From an optimization exercise on the open Yosys and OpenROAD flow, aimed at small area, a short achievable clock period and few clock cycles per item; shortcuts taken in it are not production practice. Only simulation tests tie the RTL to the original design; equivalence was not proved. Power is estimated from default activity; no workload was simulated.

Setup of the previous run:
// matrix_mult_top
module matrix_mult_top (
  input  wire                           ap_clk,
  input  wire                           areset,
  input  wire                           i_start,
  output logic                          o_idle,
  output logic                          o_done,
  input  wire                           i_a_valid,
  output logic                          o_a_ready,
  input  wire  [4*16-1:0] i_a_data,
  input  wire                           i_b_valid,
  output logic                          o_b_ready,
  input  wire  [4*16-1:0] i_b_data,
  output logic                          o_c_valid,
  input  wire                           i_c_ready,
  output logic [4*32-1:0]  o_c_data,
  output logic                          o_c_last
);
==> flow/config.mk <==
export PLATFORM = sky130hd
export DESIGN_NAME = matrix_mult_top
export DESIGN_NICKNAME = matrix_mult_top
export VERILOG_FILES = /design/flow/design.v
export SDC_FILE = /design/flow/constraint.sdc
export NUM_CORES = 4
export LEC_CHECK = 0
export CAP_MARGIN = 20
export CORE_MARGIN = 2
export CORE_UTILIZATION = 55
export SLEW_MARGIN = 20
export SYNTH_ARGS = -noabc
export SETUP_SLACK_MARGIN = 5.5
export CTS_CLUSTER_SIZE = 25
export CTS_CLUSTER_DIAMETER = 80
export BUFFER_PORTS_ARGS = -buffer_cell sky130_fd_sc_hd__buf_2
==> flow/constraint.sdc <==
create_clock -name core_clock -period 8.5 [get_ports {ap_clk}]
set_input_delay 1.7000 -clock core_clock [delete_from_list [all_inputs] [get_ports {ap_clk}]]
set_output_delay 1.7000 -clock core_clock [all_outputs]
set_load 0.01 [all_outputs]
standard.sh (not shown) runs the stock make flow with config.mk's settings and CLKGATE_MAP_FILE= SYNTH_SCRIPT=/design/flow/synth_recipe.tcl, a recipe that flattens the netlist after the stock synthesis.
==> flow/flow/run.sh <==
#!/bin/bash
# The standard layout (standard.sh) with these settings added to its
# config.mk (55% core utilization comes from config.mk):
#  - Yosys synth without its early abc -fast pass (-noabc), so that the
#    carry-save trees map to full-adder cells without extra inverters;
#    the registers and their names are the same as the standard synthesis
#  - every port buffer is a buf_2 cell
#  - timing repair aims at a 5.5 ns setup margin
#  - clock tree sink clusters of at most 25 sinks and 80 um
# standard.sh writes every tool's log under orfs/logs; its own output goes
# to standard.log here.
set -e
cat >> config.mk <<'CFG'
export SYNTH_ARGS = -noabc
export SETUP_SLACK_MARGIN = 5.5
export CTS_CLUSTER_SIZE = 25
export CTS_CLUSTER_DIAMETER = 80
export BUFFER_PORTS_ARGS = -buffer_cell sky130_fd_sc_hd__buf_2
CFG
bash standard.sh > standard.log 2>&1
Testbench counts of the previous run, summed over its fixed seeds: cycles 7,680, jobs 384.
What the current run does differently from the previous run at the input level:
--- a/flow/design.v
+++ b/flow/design.v
@@ -494,42 +494,30 @@
       last2 <= 1'b0;
     end else begin
       last2 <= last1;
     end
   end
   for (genvar j = 0; j < 4; j++) begin : g_acc
     logic [31:0] acc [1:3];
     logic [31:0] x1;
     logic [31:0] y1;
-    logic [31:0] x2;
-    logic [31:0] y2;
-    logic [12:0] lo;
-    logic [11:0] a0_lo;
-    logic [19:0] a0_hs;
-    logic [19:0] a0_hc;
-    logic        a0_ci;
-    logic [20:0] a0_hi;
+    logic [31:0] a0_x;
+    logic [31:0] a0_y;
     logic [31:0] a0_sum;
     assign x1 = acc[3] ^ r0_1[j] ^ r1_1[j];
     assign y1 = {(acc[3][30:0] & r0_1[j][30:0]) | (acc[3][30:0] & r1_1[j][30:0])
                  | (r0_1[j][30:0] & r1_1[j][30:0]), 1'b0};
-    assign x2 = x1 ^ y1 ^ r2_1[j];
-    assign y2 = {(x1[30:0] & y1[30:0]) | (x1[30:0] & r2_1[j][30:0])
-                 | (y1[30:0] & r2_1[j][30:0]), 1'b0};
-    assign lo = {1'b0, x2[11:0]} + {1'b0, y2[11:0]};
-    assign a0_hi  = {a0_hs, a0_ci} + {a0_hc, a0_ci};
-    assign a0_sum = {a0_hi[20:1], a0_lo};
+    assign a0_sum = a0_x + a0_y;
     assign res[32*j +: 32] = a0_sum;
     always_ff @(posedge ap_clk) begin
-      a0_lo  <= lo[11:0];
-      a0_ci  <= lo[12];
-      a0_hs  <= x2[31:12];
-      a0_hc  <= y2[31:12];
+      a0_x   <= x1 ^ y1 ^ r2_1[j];
+      a0_y   <= {(x1[30:0] & y1[30:0]) | (x1[30:0] & r2_1[j][30:0])
+                 | (y1[30:0] & r2_1[j][30:0]), 1'b0};
       acc[1] <= a0_sum;
       acc[2] <= acc[1];
       acc[3] <= acc[2] & {32{~first0}};
     end
   end
   logic [1:0]   row2;
   logic [1:0]   orow;
   logic         post;
   logic         all_loaded;
Notes after the runs:
The current run falls short of the previous run in worst hold slack. Wire: the current run routes more than the previous run. Layout overhead on the synthesized area ended up 0.83 points lower on the current run than on the previous run. Vias per cell (lower): the current run. Against the previous run, the current run comes in 7.0% lower on non-clock buffer count. The current run vs. the previous run: mean cell area of the mapped netlist went down by about 2%. Total power: the current run vs the previous run down about 4.5%. The previous run ended up with fewer cell instances than the current run did. Of the two candidates, the previous run has the better first-iteration DRC count and the current run the worse one. Compared with the previous run, in the current run global placement routability congestion +about 0.8%; global-route wire length before repair +about 3%.
Testbench counts of the current run, summed over its fixed seeds: cycles 7,680, jobs 384.

==> what the ideal ports hide <==
How much do the figures lean on ideal ports? The routed layouts below were timed once more, with nothing changed but the port constraints. Step 1 assumes that a clkbuf_16 drives the clock port and a buf_2 every other input. Step 2 adds t to the input delays and takes it off the output delays; t is the mean of the earliest and latest rising clock arrival at the registers after step 1. Input paths then give back, and output paths get back, about the clock's delay inside the block. a / b / c = no drivers / after step 1 / after step 2; a / b = the first two.
| run | t (ns) | slack for setup (ns) | worst setup path after step 2 | slew at the worst register clock pin (ns) | worst slew at a driven data input, ns |
|---|---|---|---|---|---|
| the previous run | 0.756 | 5.292 / 5.220 / 5.078 | input to register | 0.10 / 0.10 | 0.11 |
| the current run | 0.770 | 5.504 / 5.430 / 5.189 | input to register | 0.10 / 0.10 | 0.16 |
After both steps setup and hold are still met in every run listed. For the current run, which loses most, drivers alone change the setup slack by -0.074 ns; drivers and shift together by -0.315 ns.
